Context: an optimization exercise on an open-source flow, tuned for a short achievable clock period, few clock cycles and low power. The choices shown serve that exercise and are no tape-out recipe.
Function was not checked in any run shown here: the RTL went through the layout flow alone.
Power and IR drop assume default switching activity.

## flow/design.v (module list and top-level ports; edited modules follow where they fit)
// module mac_lane_sum: 1967 lines
// module mac_vector_engine: 588 lines
module mac_vector_engine (
  input logic clk,
  input logic reset_n,
  input logic start,
  input logic clear,
  input logic [9:0] vec_len,
  input logic signed [47:0] bias,
  input logic in_valid,
  input logic [35:0] in_a,
  input logic [35:0] in_b,
  input logic out_ready,
  output logic busy,
  output logic in_ready,
  output logic out_valid,
  output logic signed [17:0] out_data,
  output logic signed [47:0] out_acc,
  output logic acc_overflow
);
  // ...
==> flow/run.sh <==
#!/bin/bash
# synth_recipe.tcl (not shown) runs the flow's synth.tcl, then flattens the netlist and writes it again
# the make line also repeats each setting of config.mk as NAME=value (left out here)
make -C /OpenROAD-flow-scripts/flow DESIGN_CONFIG=/design/flow/config.mk WORK_HOME=/design/flow/orfs CLKGATE_MAP_FILE= SYNTH_SCRIPT=/design/flow/synth_recipe.tcl finish
==> flow/config.mk <==
export PLATFORM = sky130hd
export DESIGN_NAME = mac_vector_engine
export DESIGN_NICKNAME = mac_vector_engine
export VERILOG_FILES = /design/flow/design.v
export SDC_FILE = /design/flow/constraint.sdc
export NUM_CORES = 4
export LEC_CHECK = 0
export ABC_CLOCK_PERIOD_IN_PS = 2900
export CAP_MARGIN = 20
export CORE_MARGIN = 2
export CORE_UTILIZATION = 60
export CTS_BUF_LIST = sky130_fd_sc_hd__clkbuf_16
export CTS_CLUSTER_DIAMETER = 80
export CTS_CLUSTER_SIZE = 35
export SETUP_SLACK_MARGIN = 4.1
export SLEW_MARGIN = 20
==> flow/constraint.sdc <==
create_clock -name core_clock -period 7.0 [get_ports {clk}]
set_input_delay 1.4000 -clock core_clock [delete_from_list [all_inputs] [get_ports {clk}]]
set_output_delay 1.4000 -clock core_clock [all_outputs]
set_load 0.01 [all_outputs]
==> key figures, run 1 <==
Yosys
  – Main combinational cell family by area after synthesis: adder cells
  – Post-synth ARST share: 0.04207
  – XOR/XNOR Fraction of Synth Area: 0.1082
  – Area leader, netlist: dfxtp_1

Clocking
  – Clock latency on the worst-skew pair: 0.64 ns

Critical path
  – CP top delay family: adder cells
  – CP dominant cell by count: fa_2
  – CP startpoint kind: register

STA
  – Setup skew after layout: 0.02761 ns
  – Minimum clock period: 3.021 ns
  – RSZ-0062 raised after global routing: true
  – Sum of negative setup slack: 0 ns

Die
  – Ports: 206
  – Die height: 233.6 µm
  – Die width: 233.6 µm

Cells and area
  – Seq Cell Count: 523
  – Final std cells w/o fill: 3,671
  – Data buffer area share: 0.06460
  – Fill cells: 3,955
  – Biggest Area Class: multi-input gates

Place
  – Placed cells: 3,595

Power and ir drop
  – Power share of the clock group: 0.189
  – Sw frac: 0.3803

GRT
  – Global routing usage on met1: 0.4017

Outcome
  – Outcome: finished clean

Hold path
  – Hold crit path type: register to register
==> inputs of run 2 (changes only) <==
--- a/flow/design.v
+++ b/flow/design.v
@@ -1987,17 +1987,17 @@
   output logic busy,
   output logic in_ready,
   output logic out_valid,
   output logic signed [17:0] out_data,
   output logic signed [47:0] out_acc,
   output logic acc_overflow
 );
   localparam int NST = 2;    
-  localparam int HOLD = 3;  
+  localparam int HOLD = 4;  
   logic busy_q, ir_q, pv_q, inf_q, ov_q;
   logic [9:0] plen_q, rem_q;
   logic [$clog2(HOLD+1)-1:0] hc_q;
   logic [47:0] bias_q;
   logic res_done;
   wire cur = rem_q != '0;
   wire pl0 = plen_q == 10'd0, pl1 = plen_q == 10'd1, pl2 = plen_q == 10'd2;
   wire r1 = rem_q == 10'd1, r2 = rem_q == 10'd2;
@@ -2008,32 +2008,32 @@
   wire take = in_valid && ir_q;
   wire pop = ov_q && out_ready;
   wire accept = start && !busy_q;               
   wire vl0 = vec_len == 10'd0, vl1 = vec_len == 10'd1;
   wire infn = inf_q && !pop;
   wire consume = (take && !cur) || pseudo;      
   wire bfirst = consume;
   wire blast = pseudo || (take && blast_t);
-  wire nl_t = cur ? (r1 ? (pv_q ? pl1 : (accept && vl1)) : r2) : (!pl1 && pl2);
-  wire inf_t = blast_t || infn;
-  wire nl_n = cur ? r1 : (pv_q ? pl1 : (accept && vl1));
-  wire inf_n = pseudo || infn;
+  wire ir_t = cur ? (r1 ? (pv_q ? (!pl0 && !pl1) : (accept && !vl0 && !vl1)) : !(r2 && infn))
+                  : (!pl1 && !(pl2 && infn));
+  wire ir_n = cur ? !(r1 && infn)
+                  : (pv_q ? (!pseudo && !pl0 && !(pl1 && infn)) : (accept && !vl0 && !(vl1 && infn)));
   always_ff @(posedge clk or negedge reset_n) begin
     if (!reset_n) begin
       busy_q <= 1'b0;
       ir_q <= 1'b0;
       pv_q <= 1'b0;
       inf_q <= 1'b0;
       ov_q <= 1'b0;
       rem_q <= '0;
       hc_q <= '0;
     end else begin
       busy_q <= !clear && (accept || pv_q || hc_hi);
-      ir_q <= !clear && !(take ? (nl_t && inf_t) : (nl_n && inf_n));
+      ir_q <= !clear && (take ? ir_t : ir_n);
       pv_q <= !clear && (accept || (pv_q && !consume));
       inf_q <= !clear && (blast || infn);
       ov_q <= !clear && (res_done || (ov_q && !pop));
       rem_q <= clear ? '0 : take ? rem_m1 : rem_q;
       hc_q <= clear ? '0 : consume ? HOLD[$clog2(HOLD+1)-1:0] : hc_q - {{($clog2(HOLD+1)-1){1'b0}}, hc_q != '0};
     end
   end
   always_ff @(posedge clk) begin
@@ -2060,39 +2060,39 @@
   logic [NST:0] fp_q, lp_q;
   always_ff @(posedge clk or negedge reset_n) begin
     if (!reset_n) lp_q <= '0;
     else if (clear) lp_q <= '0;
     else lp_q <= {lp_q[NST-1:0], blast};
   end
   always_ff @(posedge clk) fp_q <= {fp_q[NST-1:0], bfirst};
   wire fa_q = fp_q[NST], la_q = lp_q[NST];
-  logic [2-1:0] fk_q, lk_q;
+  logic [3-1:0] fk_q, lk_q;
   always_ff @(posedge clk or negedge reset_n) begin
     if (!reset_n) lk_q <= '0;
     else if (clear) lk_q <= '0;
     else lk_q <= {lk_q, la_q};
   end
   always_ff @(posedge clk) fk_q <= {fk_q, fa_q};
   wire [47:0] s_t, c_t;
   mac_lane_sum u_sum (.clk(clk), .v_i(rb_q), .a_i(a_q), .one_i(one_q), .two_i(two_q), .neg_i(neg_q), .s_o(s_t), .c_o(c_t));
   logic [47:0] res_q;
   logic ovf_q, rovf_q;
-  wire [15:0] s0 = s_t[15:0];
-  wire [15:0] c0 = c_t[15:0];
+  wire [11:0] s0 = s_t[11:0];
+  wire [11:0] c0 = c_t[11:0];
   wire ldn0 = fp_q[NST-1], st0 = la_q;
-  logic [15:0] acc0_q;
-  wire [15:0] x0 = acc0_q;
-  wire [15:0] p0 = x0 ^ s0 ^ c0;
-  wire [15:0] g0 = (x0 & s0) | (x0 & c0) | (s0 & c0);
-  wire [15:0] k0_p0 = p0 ^ {g0[14:0], 1'b0};
-  wire [15:0] k0_g0 = p0 & {g0[14:0], 1'b0};
-  wire [15:0] k0_G0 = {k0_g0[15:1], k0_g0[0] | (k0_p0[0] & 1'b0)};
-  wire [15:0] k0_P0 = k0_p0;
-  wire [15:0] k0_G1, k0_P1;
+  logic [11:0] acc0_q;
+  wire [11:0] x0 = acc0_q;
+  wire [11:0] p0 = x0 ^ s0 ^ c0;
+  wire [11:0] g0 = (x0 & s0) | (x0 & c0) | (s0 & c0);
+  wire [11:0] k0_p0 = p0 ^ {g0[10:0], 1'b0};
+  wire [11:0] k0_g0 = p0 & {g0[10:0], 1'b0};
+  wire [11:0] k0_G0 = {k0_g0[11:1], k0_g0[0] | (k0_p0[0] & 1'b0)};
+  wire [11:0] k0_P0 = k0_p0;
+  wire [11:0] k0_G1, k0_P1;
   assign k0_G1[0] = k0_G0[0];
   assign k0_P1[0] = k0_P0[0];
   assign k0_G1[1] = k0_G0[1] | (k0_P0[1] & k0_G0[0]);
   assign k0_P1[1] = k0_P0[1] & k0_P0[0];
   assign k0_G1[2] = k0_G0[2] | (k0_P0[2] & k0_G0[1]);
   assign k0_P1[2] = k0_P0[2] & k0_P0[1];
   assign k0_G1[3] = k0_G0[3] | (k0_P0[3] & k0_G0[2]);
   assign k0_P1[3] = k0_P0[3] & k0_P0[2];
@@ -2107,25 +2107,17 @@
   assign k0_G1[8] = k0_G0[8] | (k0_P0[8] & k0_G0[7]);
   assign k0_P1[8] = k0_P0[8] & k0_P0[7];
   assign k0_G1[9] = k0_G0[9] | (k0_P0[9] & k0_G0[8]);
   assign k0_P1[9] = k0_P0[9] & k0_P0[8];
   assign k0_G1[10] = k0_G0[10] | (k0_P0[10] & k0_G0[9]);
   assign k0_P1[10] = k0_P0[10] & k0_P0[9];
   assign k0_G1[11] = k0_G0[11] | (k0_P0[11] & k0_G0[10]);
   assign k0_P1[11] = k0_P0[11] & k0_P0[10];
-  assign k0_G1[12] = k0_G0[12] | (k0_P0[12] & k0_G0[11]);
-  assign k0_P1[12] = k0_P0[12] & k0_P0[11];
-  assign k0_G1[13] = k0_G0[13] | (k0_P0[13] & k0_G0[12]);
-  assign k0_P1[13] = k0_P0[13] & k0_P0[12];
-  assign k0_G1[14] = k0_G0[14] | (k0_P0[14] & k0_G0[13]);
-  assign k0_P1[14] = k0_P0[14] & k0_P0[13];
-  assign k0_G1[15] = k0_G0[15] | (k0_P0[15] & k0_G0[14]);
-  assign k0_P1[15] = k0_P0[15] & k0_P0[14];
-  wire [15:0] k0_G2, k0_P2;
+  wire [11:0] k0_G2, k0_P2;
   assign k0_G2[0] = k0_G1[0];
   assign k0_P2[0] = k0_P1[0];
   assign k0_G2[1] = k0_G1[1];
   assign k0_P2[1] = k0_P1[1];
   assign k0_G2[2] = k0_G1[2] | (k0_P1[2] & k0_G1[0]);
   assign k0_P2[2] = k0_P1[2] & k0_P1[0];
   assign k0_G2[3] = k0_G1[3] | (k0_P1[3] & k0_G1[1]);
   assign k0_P2[3] = k0_P1[3] & k0_P1[1];
@@ -2140,25 +2132,17 @@
   assign k0_G2[8] = k0_G1[8] | (k0_P1[8] & k0_G1[6]);
   assign k0_P2[8] = k0_P1[8] & k0_P1[6];
   assign k0_G2[9] = k0_G1[9] | (k0_P1[9] & k0_G1[7]);
   assign k0_P2[9] = k0_P1[9] & k0_P1[7];
   assign k0_G2[10] = k0_G1[10] | (k0_P1[10] & k0_G1[8]);
   assign k0_P2[10] = k0_P1[10] & k0_P1[8];
   assign k0_G2[11] = k0_G1[11] | (k0_P1[11] & k0_G1[9]);
   assign k0_P2[11] = k0_P1[11] & k0_P1[9];
-  assign k0_G2[12] = k0_G1[12] | (k0_P1[12] & k0_G1[10]);
-  assign k0_P2[12] = k0_P1[12] & k0_P1[10];
-  assign k0_G2[13] = k0_G1[13] | (k0_P1[13] & k0_G1[11]);
-  assign k0_P2[13] = k0_P1[13] & k0_P1[11];
-  assign k0_G2[14] = k0_G1[14] | (k0_P1[14] & k0_G1[12]);
-  assign k0_P2[14] = k0_P1[14] & k0_P1[12];
-  assign k0_G2[15] = k0_G1[15] | (k0_P1[15] & k0_G1[13]);
-  assign k0_P2[15] = k0_P1[15] & k0_P1[13];
-  wire [15:0] k0_G3, k0_P3;
+  wire [11:0] k0_G3, k0_P3;
   assign k0_G3[0] = k0_G2[0];
   assign k0_P3[0] = k0_P2[0];
   assign k0_G3[1] = k0_G2[1];
   assign k0_P3[1] = k0_P2[1];
   assign k0_G3[2] = k0_G2[2];
   assign k0_P3[2] = k0_P2[2];
   assign k0_G3[3] = k0_G2[3];
   assign k0_P3[3] = k0_P2[3];
@@ -2173,25 +2157,17 @@
   assign k0_G3[8] = k0_G2[8] | (k0_P2[8] & k0_G2[4]);
   assign k0_P3[8] = k0_P2[8] & k0_P2[4];
   assign k0_G3[9] = k0_G2[9] | (k0_P2[9] & k0_G2[5]);
   assign k0_P3[9] = k0_P2[9] & k0_P2[5];
   assign k0_G3[10] = k0_G2[10] | (k0_P2[10] & k0_G2[6]);
   assign k0_P3[10] = k0_P2[10] & k0_P2[6];
   assign k0_G3[11] = k0_G2[11] | (k0_P2[11] & k0_G2[7]);
   assign k0_P3[11] = k0_P2[11] & k0_P2[7];
-  assign k0_G3[12] = k0_G2[12] | (k0_P2[12] & k0_G2[8]);
-  assign k0_P3[12] = k0_P2[12] & k0_P2[8];
-  assign k0_G3[13] = k0_G2[13] | (k0_P2[13] & k0_G2[9]);
-  assign k0_P3[13] = k0_P2[13] & k0_P2[9];
-  assign k0_G3[14] = k0_G2[14] | (k0_P2[14] & k0_G2[10]);
-  assign k0_P3[14] = k0_P2[14] & k0_P2[10];
-  assign k0_G3[15] = k0_G2[15] | (k0_P2[15] & k0_G2[11]);
-  assign k0_P3[15] = k0_P2[15] & k0_P2[11];
-  wire [15:0] k0_G4, k0_P4;
+  wire [11:0] k0_G4, k0_P4;
   assign k0_G4[0] = k0_G3[0];
   assign k0_P4[0] = k0_P3[0];
   assign k0_G4[1] = k0_G3[1];
   assign k0_P4[1] = k0_P3[1];
   assign k0_G4[2] = k0_G3[2];
   assign k0_P4[2] = k0_P3[2];
   assign k0_G4[3] = k0_G3[3];
   assign k0_P4[3] = k0_P3[3];
@@ -2206,53 +2182,45 @@
   assign k0_G4[8] = k0_G3[8] | (k0_P3[8] & k0_G3[0]);
   assign k0_P4[8] = k0_P3[8] & k0_P3[0];
   assign k0_G4[9] = k0_G3[9] | (k0_P3[9] & k0_G3[1]);
   assign k0_P4[9] = k0_P3[9] & k0_P3[1];
   assign k0_G4[10] = k0_G3[10] | (k0_P3[10] & k0_G3[2]);
   assign k0_P4[10] = k0_P3[10] & k0_P3[2];
   assign k0_G4[11] = k0_G3[11] | (k0_P3[11] & k0_G3[3]);
   assign k0_P4[11] = k0_P3[11] & k0_P3[3];
-  assign k0_G4[12] = k0_G3[12] | (k0_P3[12] & k0_G3[4]);
-  assign k0_P4[12] = k0_P3[12] & k0_P3[4];
-  assign k0_G4[13] = k0_G3[13] | (k0_P3[13] & k0_G3[5]);
-  assign k0_P4[13] = k0_P3[13] & k0_P3[5];
-  assign k0_G4[14] = k0_G3[14] | (k0_P3[14] & k0_G3[6]);
-  assign k0_P4[14] = k0_P3[14] & k0_P3[6];
-  assign k0_G4[15] = k0_G3[15] | (k0_P3[15] & k0_G3[7]);
-  assign k0_P4[15] = k0_P3[15] & k0_P3[7];
-  wire [16:0] k0_y = {k0_G4[15], k0_p0 ^ {k0_G4[14:0], 1'b0}};
-  wire [16:0] y0 = k0_y;
+  wire [12:0] k0_y = {k0_G4[11], k0_p0 ^ {k0_G4[10:0], 1'b0}};
+  wire [12:0] y0 = k0_y;
   logic cg1_q, ca1_q;
   always_ff @(posedge clk) begin
-    cg1_q <= g0[15];
-    ca1_q <= y0[16];
+    cg1_q <= g0[11];
+    ca1_q <= y0[12];
   end
   always_ff @(posedge clk) begin
-    acc0_q <= ldn0 ? bias_q[15:0] : y0[15:0];
-    if (st0) res_q[15:0] <= y0[15:0];
+    acc0_q <= ldn0 ? bias_q[11:0] : y0[11:0];
+    if (st0) res_q[11:0] <= y0[11:0];
   end
-  logic [15:0] sd1_q [1];
-  logic [15:0] cd1_q [1];
+  logic [11:0] sd1_q [1];
+  logic [11:0] cd1_q [1];
   always_ff @(posedge clk) begin
-    sd1_q[0] <= s_t[31:16];
-    cd1_q[0] <= c_t[31:16];
+    sd1_q[0] <= s_t[23:12];
+    cd1_q[0] <= c_t[23:12];
   end
-  wire [15:0] s1 = sd1_q[0];
-  wire [15:0] c1 = cd1_q[0];
+  wire [11:0] s1 = sd1_q[0];
+  wire [11:0] c1 = cd1_q[0];
   wire ldn1 = fa_q, st1 = lk_q[0];
-  logic [15:0] acc1_q;
-  wire [15:0] x1 = acc1_q;
-  wire [15:0] p1 = x1 ^ s1 ^ c1;
-  wire [15:0] g1 = (x1 & s1) | (x1 & c1) | (s1 & c1);
-  wire [15:0] k1_p0 = p1 ^ {g1[14:0], cg1_q};
-  wire [15:0] k1_g0 = p1 & {g1[14:0], cg1_q};
-  wire [15:0] k1_G0 = {k1_g0[15:1], k1_g0[0] | (k1_p0[0] & ca1_q)};
-  wire [15:0] k1_P0 = k1_p0;
-  wire [15:0] k1_G1, k1_P1;
+  logic [11:0] acc1_q;
+  wire [11:0] x1 = acc1_q;
+  wire [11:0] p1 = x1 ^ s1 ^ c1;
+  wire [11:0] g1 = (x1 & s1) | (x1 & c1) | (s1 & c1);
+  wire [11:0] k1_p0 = p1 ^ {g1[10:0], cg1_q};
+  wire [11:0] k1_g0 = p1 & {g1[10:0], cg1_q};
+  wire [11:0] k1_G0 = {k1_g0[11:1], k1_g0[0] | (k1_p0[0] & ca1_q)};
+  wire [11:0] k1_P0 = k1_p0;
+  wire [11:0] k1_G1, k1_P1;
   assign k1_G1[0] = k1_G0[0];
   assign k1_P1[0] = k1_P0[0];
   assign k1_G1[1] = k1_G0[1] | (k1_P0[1] & k1_G0[0]);
   assign k1_P1[1] = k1_P0[1] & k1_P0[0];
   assign k1_G1[2] = k1_G0[2] | (k1_P0[2] & k1_G0[1]);
   assign k1_P1[2] = k1_P0[2] & k1_P0[1];
   assign k1_G1[3] = k1_G0[3] | (k1_P0[3] & k1_G0[2]);
   assign k1_P1[3] = k1_P0[3] & k1_P0[2];
@@ -2267,25 +2235,17 @@
   assign k1_G1[8] = k1_G0[8] | (k1_P0[8] & k1_G0[7]);
   assign k1_P1[8] = k1_P0[8] & k1_P0[7];
   assign k1_G1[9] = k1_G0[9] | (k1_P0[9] & k1_G0[8]);
   assign k1_P1[9] = k1_P0[9] & k1_P0[8];
   assign k1_G1[10] = k1_G0[10] | (k1_P0[10] & k1_G0[9]);
   assign k1_P1[10] = k1_P0[10] & k1_P0[9];
   assign k1_G1[11] = k1_G0[11] | (k1_P0[11] & k1_G0[10]);
   assign k1_P1[11] = k1_P0[11] & k1_P0[10];
-  assign k1_G1[12] = k1_G0[12] | (k1_P0[12] & k1_G0[11]);
-  assign k1_P1[12] = k1_P0[12] & k1_P0[11];
-  assign k1_G1[13] = k1_G0[13] | (k1_P0[13] & k1_G0[12]);
-  assign k1_P1[13] = k1_P0[13] & k1_P0[12];
-  assign k1_G1[14] = k1_G0[14] | (k1_P0[14] & k1_G0[13]);
-  assign k1_P1[14] = k1_P0[14] & k1_P0[13];
-  assign k1_G1[15] = k1_G0[15] | (k1_P0[15] & k1_G0[14]);
-  assign k1_P1[15] = k1_P0[15] & k1_P0[14];
-  wire [15:0] k1_G2, k1_P2;
+  wire [11:0] k1_G2, k1_P2;
   assign k1_G2[0] = k1_G1[0];
   assign k1_P2[0] = k1_P1[0];
   assign k1_G2[1] = k1_G1[1];
   assign k1_P2[1] = k1_P1[1];
   assign k1_G2[2] = k1_G1[2] | (k1_P1[2] & k1_G1[0]);
   assign k1_P2[2] = k1_P1[2] & k1_P1[0];
   assign k1_G2[3] = k1_G1[3] | (k1_P1[3] & k1_G1[1]);
   assign k1_P2[3] = k1_P1[3] & k1_P1[1];
@@ -2300,25 +2260,17 @@
   assign k1_G2[8] = k1_G1[8] | (k1_P1[8] & k1_G1[6]);
   assign k1_P2[8] = k1_P1[8] & k1_P1[6];
   assign k1_G2[9] = k1_G1[9] | (k1_P1[9] & k1_G1[7]);
   assign k1_P2[9] = k1_P1[9] & k1_P1[7];
   assign k1_G2[10] = k1_G1[10] | (k1_P1[10] & k1_G1[8]);
   assign k1_P2[10] = k1_P1[10] & k1_P1[8];
   assign k1_G2[11] = k1_G1[11] | (k1_P1[11] & k1_G1[9]);
   assign k1_P2[11] = k1_P1[11] & k1_P1[9];
-  assign k1_G2[12] = k1_G1[12] | (k1_P1[12] & k1_G1[10]);
-  assign k1_P2[12] = k1_P1[12] & k1_P1[10];
-  assign k1_G2[13] = k1_G1[13] | (k1_P1[13] & k1_G1[11]);
-  assign k1_P2[13] = k1_P1[13] & k1_P1[11];
-  assign k1_G2[14] = k1_G1[14] | (k1_P1[14] & k1_G1[12]);
-  assign k1_P2[14] = k1_P1[14] & k1_P1[12];
-  assign k1_G2[15] = k1_G1[15] | (k1_P1[15] & k1_G1[13]);
-  assign k1_P2[15] = k1_P1[15] & k1_P1[13];
-  wire [15:0] k1_G3, k1_P3;
+  wire [11:0] k1_G3, k1_P3;
   assign k1_G3[0] = k1_G2[0];
   assign k1_P3[0] = k1_P2[0];
   assign k1_G3[1] = k1_G2[1];
   assign k1_P3[1] = k1_P2[1];
   assign k1_G3[2] = k1_G2[2];
   assign k1_P3[2] = k1_P2[2];
   assign k1_G3[3] = k1_G2[3];
   assign k1_P3[3] = k1_P2[3];
@@ -2333,25 +2285,17 @@
   assign k1_G3[8] = k1_G2[8] | (k1_P2[8] & k1_G2[4]);
   assign k1_P3[8] = k1_P2[8] & k1_P2[4];
   assign k1_G3[9] = k1_G2[9] | (k1_P2[9] & k1_G2[5]);
   assign k1_P3[9] = k1_P2[9] & k1_P2[5];
   assign k1_G3[10] = k1_G2[10] | (k1_P2[10] & k1_G2[6]);
   assign k1_P3[10] = k1_P2[10] & k1_P2[6];
   assign k1_G3[11] = k1_G2[11] | (k1_P2[11] & k1_G2[7]);
   assign k1_P3[11] = k1_P2[11] & k1_P2[7];
-  assign k1_G3[12] = k1_G2[12] | (k1_P2[12] & k1_G2[8]);
-  assign k1_P3[12] = k1_P2[12] & k1_P2[8];
-  assign k1_G3[13] = k1_G2[13] | (k1_P2[13] & k1_G2[9]);
-  assign k1_P3[13] = k1_P2[13] & k1_P2[9];
-  assign k1_G3[14] = k1_G2[14] | (k1_P2[14] & k1_G2[10]);
-  assign k1_P3[14] = k1_P2[14] & k1_P2[10];
-  assign k1_G3[15] = k1_G2[15] | (k1_P2[15] & k1_G2[11]);
-  assign k1_P3[15] = k1_P2[15] & k1_P2[11];
-  wire [15:0] k1_G4, k1_P4;
+  wire [11:0] k1_G4, k1_P4;
   assign k1_G4[0] = k1_G3[0];
   assign k1_P4[0] = k1_P3[0];
   assign k1_G4[1] = k1_G3[1];
   assign k1_P4[1] = k1_P3[1];
   assign k1_G4[2] = k1_G3[2];
   assign k1_P4[2] = k1_P3[2];
   assign k1_G4[3] = k1_G3[3];
   assign k1_P4[3] = k1_P3[3];
@@ -2366,55 +2310,47 @@
   assign k1_G4[8] = k1_G3[8] | (k1_P3[8] & k1_G3[0]);
   assign k1_P4[8] = k1_P3[8] & k1_P3[0];
   assign k1_G4[9] = k1_G3[9] | (k1_P3[9] & k1_G3[1]);
   assign k1_P4[9] = k1_P3[9] & k1_P3[1];
   assign k1_G4[10] = k1_G3[10] | (k1_P3[10] & k1_G3[2]);
   assign k1_P4[10] = k1_P3[10] & k1_P3[2];
   assign k1_G4[11] = k1_G3[11] | (k1_P3[11] & k1_G3[3]);
   assign k1_P4[11] = k1_P3[11] & k1_P3[3];
-  assign k1_G4[12] = k1_G3[12] | (k1_P3[12] & k1_G3[4]);
-  assign k1_P4[12] = k1_P3[12] & k1_P3[4];
-  assign k1_G4[13] = k1_G3[13] | (k1_P3[13] & k1_G3[5]);
-  assign k1_P4[13] = k1_P3[13] & k1_P3[5];
-  assign k1_G4[14] = k1_G3[14] | (k1_P3[14] & k1_G3[6]);
-  assign k1_P4[14] = k1_P3[14] & k1_P3[6];
-  assign k1_G4[15] = k1_G3[15] | (k1_P3[15] & k1_G3[7]);
-  assign k1_P4[15] = k1_P3[15] & k1_P3[7];
-  wire [16:0] k1_y = {k1_G4[15], k1_p0 ^ {k1_G4[14:0], ca1_q}};
-  wire [16:0] y1 = k1_y;
+  wire [12:0] k1_y = {k1_G4[11], k1_p0 ^ {k1_G4[10:0], ca1_q}};
+  wire [12:0] y1 = k1_y;
   logic cg2_q, ca2_q;
   always_ff @(posedge clk) begin
-    cg2_q <= g1[15];
-    ca2_q <= y1[16];
+    cg2_q <= g1[11];
+    ca2_q <= y1[12];
   end
   always_ff @(posedge clk) begin
-    acc1_q <= ldn1 ? bias_q[31:16] : y1[15:0];
-    if (st1) res_q[31:16] <= y1[15:0];
+    acc1_q <= ldn1 ? bias_q[23:12] : y1[11:0];
+    if (st1) res_q[23:12] <= y1[11:0];
   end
-  logic [15:0] sd2_q [2];
-  logic [15:0] cd2_q [2];
+  logic [11:0] sd2_q [2];
+  logic [11:0] cd2_q [2];
   always_ff @(posedge clk) begin
-    sd2_q[0] <= s_t[47:32];
-    cd2_q[0] <= c_t[47:32];
+    sd2_q[0] <= s_t[35:24];
+    cd2_q[0] <= c_t[35:24];
     sd2_q[1] <= sd2_q[0];
     cd2_q[1] <= cd2_q[0];
   end
-  wire [15:0] s2 = sd2_q[1];
-  wire [15:0] c2 = cd2_q[1];
+  wire [11:0] s2 = sd2_q[1];
+  wire [11:0] c2 = cd2_q[1];
   wire ldn2 = fk_q[0], st2 = lk_q[1];
-  logic [15:0] acc2_q;
-  wire [15:0] x2 = acc2_q;
-  wire [15:0] p2 = x2 ^ s2 ^ c2;
-  wire [15:0] g2 = (x2 & s2) | (x2 & c2) | (s2 & c2);
-  wire [15:0] k2_p0 = p2 ^ {g2[14:0], cg2_q};
-  wire [15:0] k2_g0 = p2 & {g2[14:0], cg2_q};
-  wire [15:0] k2_G0 = {k2_g0[15:1], k2_g0[0] | (k2_p0[0] & ca2_q)};
-  wire [15:0] k2_P0 = k2_p0;
-  wire [15:0] k2_G1, k2_P1;
+  logic [11:0] acc2_q;
+  wire [11:0] x2 = acc2_q;
+  wire [11:0] p2 = x2 ^ s2 ^ c2;
+  wire [11:0] g2 = (x2 & s2) | (x2 & c2) | (s2 & c2);
+  wire [11:0] k2_p0 = p2 ^ {g2[10:0], cg2_q};
+  wire [11:0] k2_g0 = p2 & {g2[10:0], cg2_q};
+  wire [11:0] k2_G0 = {k2_g0[11:1], k2_g0[0] | (k2_p0[0] & ca2_q)};
+  wire [11:0] k2_P0 = k2_p0;
+  wire [11:0] k2_G1, k2_P1;
   assign k2_G1[0] = k2_G0[0];
   assign k2_P1[0] = k2_P0[0];
   assign k2_G1[1] = k2_G0[1] | (k2_P0[1] & k2_G0[0]);
   assign k2_P1[1] = k2_P0[1] & k2_P0[0];
   assign k2_G1[2] = k2_G0[2] | (k2_P0[2] & k2_G0[1]);
   assign k2_P1[2] = k2_P0[2] & k2_P0[1];
   assign k2_G1[3] = k2_G0[3] | (k2_P0[3] & k2_G0[2]);
   assign k2_P1[3] = k2_P0[3] & k2_P0[2];
@@ -2429,25 +2365,17 @@
   assign k2_G1[8] = k2_G0[8] | (k2_P0[8] & k2_G0[7]);
   assign k2_P1[8] = k2_P0[8] & k2_P0[7];
   assign k2_G1[9] = k2_G0[9] | (k2_P0[9] & k2_G0[8]);
   assign k2_P1[9] = k2_P0[9] & k2_P0[8];
   assign k2_G1[10] = k2_G0[10] | (k2_P0[10] & k2_G0[9]);
   assign k2_P1[10] = k2_P0[10] & k2_P0[9];
   assign k2_G1[11] = k2_G0[11] | (k2_P0[11] & k2_G0[10]);
   assign k2_P1[11] = k2_P0[11] & k2_P0[10];
-  assign k2_G1[12] = k2_G0[12] | (k2_P0[12] & k2_G0[11]);
-  assign k2_P1[12] = k2_P0[12] & k2_P0[11];
-  assign k2_G1[13] = k2_G0[13] | (k2_P0[13] & k2_G0[12]);
-  assign k2_P1[13] = k2_P0[13] & k2_P0[12];
-  assign k2_G1[14] = k2_G0[14] | (k2_P0[14] & k2_G0[13]);
-  assign k2_P1[14] = k2_P0[14] & k2_P0[13];
-  assign k2_G1[15] = k2_G0[15] | (k2_P0[15] & k2_G0[14]);
-  assign k2_P1[15] = k2_P0[15] & k2_P0[14];
-  wire [15:0] k2_G2, k2_P2;
+  wire [11:0] k2_G2, k2_P2;
   assign k2_G2[0] = k2_G1[0];
   assign k2_P2[0] = k2_P1[0];
   assign k2_G2[1] = k2_G1[1];
   assign k2_P2[1] = k2_P1[1];
   assign k2_G2[2] = k2_G1[2] | (k2_P1[2] & k2_G1[0]);
   assign k2_P2[2] = k2_P1[2] & k2_P1[0];
   assign k2_G2[3] = k2_G1[3] | (k2_P1[3] & k2_G1[1]);
   assign k2_P2[3] = k2_P1[3] & k2_P1[1];
@@ -2462,25 +2390,17 @@
   assign k2_G2[8] = k2_G1[8] | (k2_P1[8] & k2_G1[6]);
   assign k2_P2[8] = k2_P1[8] & k2_P1[6];
   assign k2_G2[9] = k2_G1[9] | (k2_P1[9] & k2_G1[7]);
   assign k2_P2[9] = k2_P1[9] & k2_P1[7];
   assign k2_G2[10] = k2_G1[10] | (k2_P1[10] & k2_G1[8]);
   assign k2_P2[10] = k2_P1[10] & k2_P1[8];
   assign k2_G2[11] = k2_G1[11] | (k2_P1[11] & k2_G1[9]);
   assign k2_P2[11] = k2_P1[11] & k2_P1[9];
-  assign k2_G2[12] = k2_G1[12] | (k2_P1[12] & k2_G1[10]);
-  assign k2_P2[12] = k2_P1[12] & k2_P1[10];
-  assign k2_G2[13] = k2_G1[13] | (k2_P1[13] & k2_G1[11]);
-  assign k2_P2[13] = k2_P1[13] & k2_P1[11];
-  assign k2_G2[14] = k2_G1[14] | (k2_P1[14] & k2_G1[12]);
-  assign k2_P2[14] = k2_P1[14] & k2_P1[12];
-  assign k2_G2[15] = k2_G1[15] | (k2_P1[15] & k2_G1[13]);
-  assign k2_P2[15] = k2_P1[15] & k2_P1[13];
-  wire [15:0] k2_G3, k2_P3;
+  wire [11:0] k2_G3, k2_P3;
   assign k2_G3[0] = k2_G2[0];
   assign k2_P3[0] = k2_P2[0];
   assign k2_G3[1] = k2_G2[1];
   assign k2_P3[1] = k2_P2[1];
   assign k2_G3[2] = k2_G2[2];
   assign k2_P3[2] = k2_P2[2];
   assign k2_G3[3] = k2_G2[3];
   assign k2_P3[3] = k2_P2[3];
@@ -2495,25 +2415,17 @@
   assign k2_G3[8] = k2_G2[8] | (k2_P2[8] & k2_G2[4]);
   assign k2_P3[8] = k2_P2[8] & k2_P2[4];
   assign k2_G3[9] = k2_G2[9] | (k2_P2[9] & k2_G2[5]);
   assign k2_P3[9] = k2_P2[9] & k2_P2[5];
   assign k2_G3[10] = k2_G2[10] | (k2_P2[10] & k2_G2[6]);
   assign k2_P3[10] = k2_P2[10] & k2_P2[6];
   assign k2_G3[11] = k2_G2[11] | (k2_P2[11] & k2_G2[7]);
   assign k2_P3[11] = k2_P2[11] & k2_P2[7];
-  assign k2_G3[12] = k2_G2[12] | (k2_P2[12] & k2_G2[8]);
-  assign k2_P3[12] = k2_P2[12] & k2_P2[8];
-  assign k2_G3[13] = k2_G2[13] | (k2_P2[13] & k2_G2[9]);
-  assign k2_P3[13] = k2_P2[13] & k2_P2[9];
-  assign k2_G3[14] = k2_G2[14] | (k2_P2[14] & k2_G2[10]);
-  assign k2_P3[14] = k2_P2[14] & k2_P2[10];
-  assign k2_G3[15] = k2_G2[15] | (k2_P2[15] & k2_G2[11]);
-  assign k2_P3[15] = k2_P2[15] & k2_P2[11];
-  wire [15:0] k2_G4, k2_P4;
+  wire [11:0] k2_G4, k2_P4;
   assign k2_G4[0] = k2_G3[0];
   assign k2_P4[0] = k2_P3[0];
   assign k2_G4[1] = k2_G3[1];
   assign k2_P4[1] = k2_P3[1];
   assign k2_G4[2] = k2_G3[2];
   assign k2_P4[2] = k2_P3[2];
   assign k2_G4[3] = k2_G3[3];
   assign k2_P4[3] = k2_P3[3];
@@ -2528,36 +2440,160 @@
   assign k2_G4[8] = k2_G3[8] | (k2_P3[8] & k2_G3[0]);
   assign k2_P4[8] = k2_P3[8] & k2_P3[0];
   assign k2_G4[9] = k2_G3[9] | (k2_P3[9] & k2_G3[1]);
   assign k2_P4[9] = k2_P3[9] & k2_P3[1];
   assign k2_G4[10] = k2_G3[10] | (k2_P3[10] & k2_G3[2]);
   assign k2_P4[10] = k2_P3[10] & k2_P3[2];
   assign k2_G4[11] = k2_G3[11] | (k2_P3[11] & k2_G3[3]);
   assign k2_P4[11] = k2_P3[11] & k2_P3[3];
-  assign k2_G4[12] = k2_G3[12] | (k2_P3[12] & k2_G3[4]);
-  assign k2_P4[12] = k2_P3[12] & k2_P3[4];
-  assign k2_G4[13] = k2_G3[13] | (k2_P3[13] & k2_G3[5]);
-  assign k2_P4[13] = k2_P3[13] & k2_P3[5];
-  assign k2_G4[14] = k2_G3[14] | (k2_P3[14] & k2_G3[6]);
-  assign k2_P4[14] = k2_P3[14] & k2_P3[6];
-  assign k2_G4[15] = k2_G3[15] | (k2_P3[15] & k2_G3[7]);
-  assign k2_P4[15] = k2_P3[15] & k2_P3[7];
-  wire [16:0] k2_y = {k2_G4[15], k2_p0 ^ {k2_G4[14:0], ca2_q}};
-  wire [16:0] y2 = k2_y;
+  wire [12:0] k2_y = {k2_G4[11], k2_p0 ^ {k2_G4[10:0], ca2_q}};
+  wire [12:0] y2 = k2_y;
+  logic cg3_q, ca3_q;
   always_ff @(posedge clk) begin
-    acc2_q <= ldn2 ? bias_q[47:32] : y2[15:0];
-    if (st2) res_q[47:32] <= y2[15:0];
+    cg3_q <= g2[11];
+    ca3_q <= y2[12];
   end
-  wire ovf_step = (x2[15] ^ y2[15]) & (x2[15] ^ x2[14]);
+  always_ff @(posedge clk) begin
+    acc2_q <= ldn2 ? bias_q[35:24] : y2[11:0];
+    if (st2) res_q[35:24] <= y2[11:0];
+  end
+  logic [11:0] sd3_q [3];
+  logic [11:0] cd3_q [3];
+  always_ff @(posedge clk) begin
+    sd3_q[0] <= s_t[47:36];
+    cd3_q[0] <= c_t[47:36];
+    sd3_q[1] <= sd3_q[0];
+    cd3_q[1] <= cd3_q[0];
+    sd3_q[2] <= sd3_q[1];
+    cd3_q[2] <= cd3_q[1];
+  end
+  wire [11:0] s3 = sd3_q[2];
+  wire [11:0] c3 = cd3_q[2];
+  wire ldn3 = fk_q[1], st3 = lk_q[2];
+  logic [11:0] acc3_q;
+  wire [11:0] x3 = acc3_q;
+  wire [11:0] p3 = x3 ^ s3 ^ c3;
+  wire [11:0] g3 = (x3 & s3) | (x3 & c3) | (s3 & c3);
+  wire [11:0] k3_p0 = p3 ^ {g3[10:0], cg3_q};
+  wire [11:0] k3_g0 = p3 & {g3[10:0], cg3_q};
+  wire [11:0] k3_G0 = {k3_g0[11:1], k3_g0[0] | (k3_p0[0] & ca3_q)};
+  wire [11:0] k3_P0 = k3_p0;
+  wire [11:0] k3_G1, k3_P1;
+  assign k3_G1[0] = k3_G0[0];
+  assign k3_P1[0] = k3_P0[0];
+  assign k3_G1[1] = k3_G0[1] | (k3_P0[1] & k3_G0[0]);
+  assign k3_P1[1] = k3_P0[1] & k3_P0[0];
+  assign k3_G1[2] = k3_G0[2] | (k3_P0[2] & k3_G0[1]);
+  assign k3_P1[2] = k3_P0[2] & k3_P0[1];
+  assign k3_G1[3] = k3_G0[3] | (k3_P0[3] & k3_G0[2]);
+  assign k3_P1[3] = k3_P0[3] & k3_P0[2];
+  assign k3_G1[4] = k3_G0[4] | (k3_P0[4] & k3_G0[3]);
+  assign k3_P1[4] = k3_P0[4] & k3_P0[3];
+  assign k3_G1[5] = k3_G0[5] | (k3_P0[5] & k3_G0[4]);
+  assign k3_P1[5] = k3_P0[5] & k3_P0[4];
+  assign k3_G1[6] = k3_G0[6] | (k3_P0[6] & k3_G0[5]);
+  assign k3_P1[6] = k3_P0[6] & k3_P0[5];
+  assign k3_G1[7] = k3_G0[7] | (k3_P0[7] & k3_G0[6]);
+  assign k3_P1[7] = k3_P0[7] & k3_P0[6];
+  assign k3_G1[8] = k3_G0[8] | (k3_P0[8] & k3_G0[7]);
+  assign k3_P1[8] = k3_P0[8] & k3_P0[7];
+  assign k3_G1[9] = k3_G0[9] | (k3_P0[9] & k3_G0[8]);
+  assign k3_P1[9] = k3_P0[9] & k3_P0[8];
+  assign k3_G1[10] = k3_G0[10] | (k3_P0[10] & k3_G0[9]);
+  assign k3_P1[10] = k3_P0[10] & k3_P0[9];
+  assign k3_G1[11] = k3_G0[11] | (k3_P0[11] & k3_G0[10]);
+  assign k3_P1[11] = k3_P0[11] & k3_P0[10];
+  wire [11:0] k3_G2, k3_P2;
+  assign k3_G2[0] = k3_G1[0];
+  assign k3_P2[0] = k3_P1[0];
+  assign k3_G2[1] = k3_G1[1];
+  assign k3_P2[1] = k3_P1[1];
+  assign k3_G2[2] = k3_G1[2] | (k3_P1[2] & k3_G1[0]);
+  assign k3_P2[2] = k3_P1[2] & k3_P1[0];
+  assign k3_G2[3] = k3_G1[3] | (k3_P1[3] & k3_G1[1]);
+  assign k3_P2[3] = k3_P1[3] & k3_P1[1];
+  assign k3_G2[4] = k3_G1[4] | (k3_P1[4] & k3_G1[2]);
+  assign k3_P2[4] = k3_P1[4] & k3_P1[2];
+  assign k3_G2[5] = k3_G1[5] | (k3_P1[5] & k3_G1[3]);
+  assign k3_P2[5] = k3_P1[5] & k3_P1[3];
+  assign k3_G2[6] = k3_G1[6] | (k3_P1[6] & k3_G1[4]);
+  assign k3_P2[6] = k3_P1[6] & k3_P1[4];
+  assign k3_G2[7] = k3_G1[7] | (k3_P1[7] & k3_G1[5]);
+  assign k3_P2[7] = k3_P1[7] & k3_P1[5];
+  assign k3_G2[8] = k3_G1[8] | (k3_P1[8] & k3_G1[6]);
+  assign k3_P2[8] = k3_P1[8] & k3_P1[6];
+  assign k3_G2[9] = k3_G1[9] | (k3_P1[9] & k3_G1[7]);
+  assign k3_P2[9] = k3_P1[9] & k3_P1[7];
+  assign k3_G2[10] = k3_G1[10] | (k3_P1[10] & k3_G1[8]);
+  assign k3_P2[10] = k3_P1[10] & k3_P1[8];
+  assign k3_G2[11] = k3_G1[11] | (k3_P1[11] & k3_G1[9]);
+  assign k3_P2[11] = k3_P1[11] & k3_P1[9];
+  wire [11:0] k3_G3, k3_P3;
+  assign k3_G3[0] = k3_G2[0];
+  assign k3_P3[0] = k3_P2[0];
+  assign k3_G3[1] = k3_G2[1];
+  assign k3_P3[1] = k3_P2[1];
+  assign k3_G3[2] = k3_G2[2];
+  assign k3_P3[2] = k3_P2[2];
+  assign k3_G3[3] = k3_G2[3];
+  assign k3_P3[3] = k3_P2[3];
+  assign k3_G3[4] = k3_G2[4] | (k3_P2[4] & k3_G2[0]);
+  assign k3_P3[4] = k3_P2[4] & k3_P2[0];
+  assign k3_G3[5] = k3_G2[5] | (k3_P2[5] & k3_G2[1]);
+  assign k3_P3[5] = k3_P2[5] & k3_P2[1];
+  assign k3_G3[6] = k3_G2[6] | (k3_P2[6] & k3_G2[2]);
+  assign k3_P3[6] = k3_P2[6] & k3_P2[2];
+  assign k3_G3[7] = k3_G2[7] | (k3_P2[7] & k3_G2[3]);
+  assign k3_P3[7] = k3_P2[7] & k3_P2[3];
+  assign k3_G3[8] = k3_G2[8] | (k3_P2[8] & k3_G2[4]);
+  assign k3_P3[8] = k3_P2[8] & k3_P2[4];
+  assign k3_G3[9] = k3_G2[9] | (k3_P2[9] & k3_G2[5]);
+  assign k3_P3[9] = k3_P2[9] & k3_P2[5];
+  assign k3_G3[10] = k3_G2[10] | (k3_P2[10] & k3_G2[6]);
+  assign k3_P3[10] = k3_P2[10] & k3_P2[6];
+  assign k3_G3[11] = k3_G2[11] | (k3_P2[11] & k3_G2[7]);
+  assign k3_P3[11] = k3_P2[11] & k3_P2[7];
+  wire [11:0] k3_G4, k3_P4;
+  assign k3_G4[0] = k3_G3[0];
+  assign k3_P4[0] = k3_P3[0];
+  assign k3_G4[1] = k3_G3[1];
+  assign k3_P4[1] = k3_P3[1];
+  assign k3_G4[2] = k3_G3[2];
+  assign k3_P4[2] = k3_P3[2];
+  assign k3_G4[3] = k3_G3[3];
+  assign k3_P4[3] = k3_P3[3];
+  assign k3_G4[4] = k3_G3[4];
+  assign k3_P4[4] = k3_P3[4];
+  assign k3_G4[5] = k3_G3[5];
+  assign k3_P4[5] = k3_P3[5];
+  assign k3_G4[6] = k3_G3[6];
+  assign k3_P4[6] = k3_P3[6];
+  assign k3_G4[7] = k3_G3[7];
+  assign k3_P4[7] = k3_P3[7];
+  assign k3_G4[8] = k3_G3[8] | (k3_P3[8] & k3_G3[0]);
+  assign k3_P4[8] = k3_P3[8] & k3_P3[0];
+  assign k3_G4[9] = k3_G3[9] | (k3_P3[9] & k3_G3[1]);
+  assign k3_P4[9] = k3_P3[9] & k3_P3[1];
+  assign k3_G4[10] = k3_G3[10] | (k3_P3[10] & k3_G3[2]);
+  assign k3_P4[10] = k3_P3[10] & k3_P3[2];
+  assign k3_G4[11] = k3_G3[11] | (k3_P3[11] & k3_G3[3]);
+  assign k3_P4[11] = k3_P3[11] & k3_P3[3];
+  wire [12:0] k3_y = {k3_G4[11], k3_p0 ^ {k3_G4[10:0], ca3_q}};
+  wire [12:0] y3 = k3_y;
+  always_ff @(posedge clk) begin
+    acc3_q <= ldn3 ? bias_q[47:36] : y3[11:0];
+    if (st3) res_q[47:36] <= y3[11:0];
+  end
+  wire ovf_step = (x3[11] ^ y3[11]) & (x3[11] ^ x3[10]);
   wire ovf_new = ovf_q | ovf_step;
   always_ff @(posedge clk) begin
-    ovf_q <= !ldn2 && ovf_new;
-    if (st2) rovf_q <= ovf_new;
+    ovf_q <= !ldn3 && ovf_new;
+    if (st3) rovf_q <= ovf_new;
   end
-  assign res_done = st2;
+  assign res_done = st3;
   assign busy = busy_q;
   assign in_ready = ir_q;
   assign out_valid = ov_q;
   assign out_acc = res_q;
   assign out_data = res_q[25:8];
   assign acc_overflow = rovf_q;
 endmodule
--- a/flow/config.mk
+++ b/flow/config.mk
@@ -6,11 +6,11 @@
 export NUM_CORES = 4
 export LEC_CHECK = 0
 export ABC_CLOCK_PERIOD_IN_PS = 2900
 export CAP_MARGIN = 20
 export CORE_MARGIN = 2
 export CORE_UTILIZATION = 60
 export CTS_BUF_LIST = sky130_fd_sc_hd__clkbuf_16
 export CTS_CLUSTER_DIAMETER = 80
-export CTS_CLUSTER_SIZE = 35
+export CTS_CLUSTER_SIZE = 40
 export SETUP_SLACK_MARGIN = 4.1
 export SLEW_MARGIN = 20
==> run 2 against run 1 <==
  * Critical path depth up 6
  * Still clean
  * Count of clock-buffer cells in the layout stayed put
  * Global-route usage is 1.7 points lower
  * Synthesized cell count about the same
==> key figures, run 2 <==
Detailed routing
  – First drt pass iteration count: 6
  – DRT Wirelength: 74,100 µm
  – Routed vias/inst: 5.670
  – Vias: 20.83k
  – DRT iter0 DRCs: 1,558
  – Final ANT Viol Nets: 0
  – DRC: 0
  – Per-cell routed wire length: 20.18 µm

Clocking
  – Sink Count: 553
  – Clk slew on worst S/H paths: 0.11 ns
  – CTS max path bufs: 3
  – Clock latency on the worst-skew pair: 0.66 ns (+0.02 ns)
  – CTS Buf Count: 28
  – CTS tree: yes
  – H-Tree Level Count: 1
  – Root Driver: clkbuf_16

Place
  – HPWL after detailed placement: 52,780 µm
  – I/O Buffers: 205
  – Routability-driven placement congestion ratio: 0.9069
  – Placed cells: 3,595 (unchanged)

Yosys
  – Netlist cell types: 60
  – Top-count cell post-synth: dfxtp_1
  – Synthesized instance count: 2,921
  – Top area cells in the synthesized netlist: dfxtp_1 26%, fa_1 20%, edfxtp_1 10%, a22oi_1 7.2%, xor2_1 6.8%
  – Synth Cell Area: 32,050 µm²
  – Post-synth ARST share: 0.04340 (+0.001335)
  – Number of synthesized flops with an enable pin: 107
  – Synthesized Nets: 3,470
  – Ys Warns: 8
  – Most common flop cell mapped by yosys: dfxtp_1
  – Top cells by count, synth: 422 x dfxtp_1, 321 x fa_1, 308 x a22oi_1
  – Area leader, netlist: dfxtp_1
  – Yosys reg bits: 553
  – Sequential area share after synthesis: 0.3826
  – Syn Area/Cell: 10.97 µm²
  – Yosys top cell area share: 0.2636

Die
  – Row count: 84
  – Initial Util: 0.6086
  – Die area: 55,280 µm²
  – Die width: 235.1 µm (+0.63%)
  – Ports: 206 (unchanged)
  – Die height: 235.1 µm (+0.63%)
  – Core Box Area: 52,660 µm²

GRT
  – Number of global-route vias before repair: 21.49k
  – Largest net degree at the start of global routing: 135
  – GR Overflow Total: 0
  – First-pass GRT wire length: 119,100 µm
  – GRT Total Usage: 0.2677
  – Initial antenna violation count: 0

Critical path
  – Worst path max stage delay: 0.37 ns
  – WP buf/inv: 8
  – Worst-path fanout max: 3
  – CP dominant cell by count: buf_6
  – CP max stage cell: dfxtp_4
  – Crit-path cells: buf_4 -> ha_4 -> inv_2 -> fa_2 -> fa_2 -> nor2b_2 -> o21ai_2 -> a21boi_2 -> buf_4 -> buf_6 -> buf_6 -> buf_6 -> buf_6 -> buf_6 -> o21ai_2 -> a21boi_1 -> nand2_1 -> nand2_1
  – Setup crit end kind: register
  – Setup CP Type: register to register
  – Req. time, crit path: 7.58 ns
  – Worst EP arrival: 3.55 ns
  – CP startpoint kind: register
  – CP top delay family: adder cells

Cells and area
  – Area growth from synthesis to layout: 12.01%
  – Most common cell after layout, fill and taps aside: dfxtp_1
  – Biggest regs: u_sum.t1_q (133), u_sum.t2_q (65)
  – Antenna Cells: 0
  – Layout cell share with drive strength beyond 1: 0.08777
  – Max reg flops: 133
  – Final Net Count: 3,512
  – Layout Utilization: 0.6817
  – Most frequent cells in the layout: 347 x dfxtp_1, 315 x fa_1, 308 x a22oi_1
  – Largest Register: u_sum.t1_q
  – Final std cells w/o fill: 3,673 (+0.054%)

STA
  – Final Hold Vio Count: 0
  – RSZ-0062 raised after global routing: true
  – Maximum clock frequency: 337.1 MHz
  – Worst slew pin tran: 1.048 ns
  – Minimum clock period: 2.966 ns (-0.05477 ns)
  – Final Setup Violations: 0
  – Final Max Tran Viols: 0
  – Sum of negative setup slack: 0 ns (unchanged)
  – Relative slew slack: 0.2997
  – Fin crit share: 0.4238
  – Setup skew after layout: 0.03308 ns (+0.005468 ns)

Hold path
  – Hold crit path type: register to register

Outcome
  – Outcome: finished clean

Power and ir drop
  – PD cells: 322.2 nW/µm²
  – Worst IR drop on VDD: 0.2664 mV
  – P_leak: 14.17 nW

Job
  – Max-cap viol count: 0
-- run 2: stage by stage --
step	area, µm²	hold WS [ns]	worst slack (ns)	power, mW
final	35890	0.3181	4.034	11.57
after global routing	35890	0.3284	3.921	12.46
after CTS	35550	0.3259	4.034	11.51
after detailed placement	34150	0.3121	3.412	9.202
after global placement	34150	0.3101	3.496	9.018
after floorplan	32090	0.3095	4.040	7.820
-- run 2: what timing repair did --
item | in CTS | in global routing
hold buffers | 0 | 0
pin swaps | 11 | 19
resized for setup | 166 | 89
buffers inserted | 15 | 10
endpoints found under the setup margin | 178 | 53
gates cloned | 1 | 0
-- run 2: power by group --
| group | switching (mW) | internal [mW] |
|---|---|---|
| clock | 1.23 | 0.918 |
| sequential | 0.502 | 4.01 |
| combinational | 2.63 | 2.28 |
| total | 4.36 | 7.21 |
-- run 2: final timing paths --
| kind | start | endpoint | slack, ns | cells after the start |
|---|---|---|---|---|
| setup / recovery | sd3_q[2][0] | acc3_q[6] | 4.03 | 18 |
| hold / removal | u_sum.t2_q[22] | cd1_q[0][1] | 0.32 | 0 |
| setup reg to reg | sd3_q[2][0] | acc3_q[6] | 4.03 | 18 |
| hold reg to reg | u_sum.t2_q[22] | cd1_q[0][1] | 0.32 | 0 |
| max in group asynchronous | reset_n | rem_q[3] | 5.83 | 1 |
| min in group asynchronous | reset_n | inf_q | 0.75 | 1 |
-- run 2: cells by family after synthesis --
kind of cell | Yosys count | share of synthesized area
fa+ha+maj | 413 | 0.2364
compound gates | 478 | 0.1048
flops | 553 | 0.3826
simple gates | 521 | 0.08968
mux | 49 | 0.01691
buf+inv | 516 | 0.06270
xor+xnor | 391 | 0.1069
-- run 2: layer usage --
layer  part of all wire  vias to the layer above  track usage  wire length [µm]
met4              0.024                        0      0.07039              1750
met2               0.45                      904       0.4201             33330
met1               0.44                    10220       0.3770             32460
met5                  0                        -            0                 0
met3              0.089                      157      0.06121              6566
li1                   -                     9543            -                 -
-- run 2: cell type report --
cell class | instances | area, µm²
Inverter | 275 | 1032
Sequential cell | 553 | 12510
Clock inverter | 24 | 455.4
Timing Repair Buffer | 252 | 2333
Clock buffer | 28 | 700.7
Tap cell | 688 | 860.8
Multi-Input combinational cell | 1853 | 18000
Fill cell | 3949 | 16760

==> port drivers added, routing unchanged <==
Ports are ideal in the flow. The routed layouts listed here were re-timed in OpenROAD. Step 1: set_driving_cell puts a clkbuf_16 on clk and a buf_2 on each other input, an assumption about the parent block. Step 2 times the ports against the registers' clock, not the clock port: input delays grow and output delays shrink by t, the midpoint of the rising clock arrivals with the driver on. Slacks: ideal ports / drivers / drivers and shift; pairs: ideal ports / drivers.
| run | t, ns | setup WS [ns] | latest minus earliest clock arrival (ns) | worst slew at a driven data input, ns |
|---|---|---|---|---|
| run 1 | 0.692 | 3.979 / 3.979 / 3.730 | 0.029 / 0.029 | 0.08 |
| run 2 | 0.696 | 4.034 / 4.034 / 3.709 | 0.043 / 0.043 | 0.07 |
After both steps setup and hold are still met in every run listed. For run 2, which loses most, drivers alone change the setup slack by 0.000 ns; drivers and shift together by -0.325 ns.
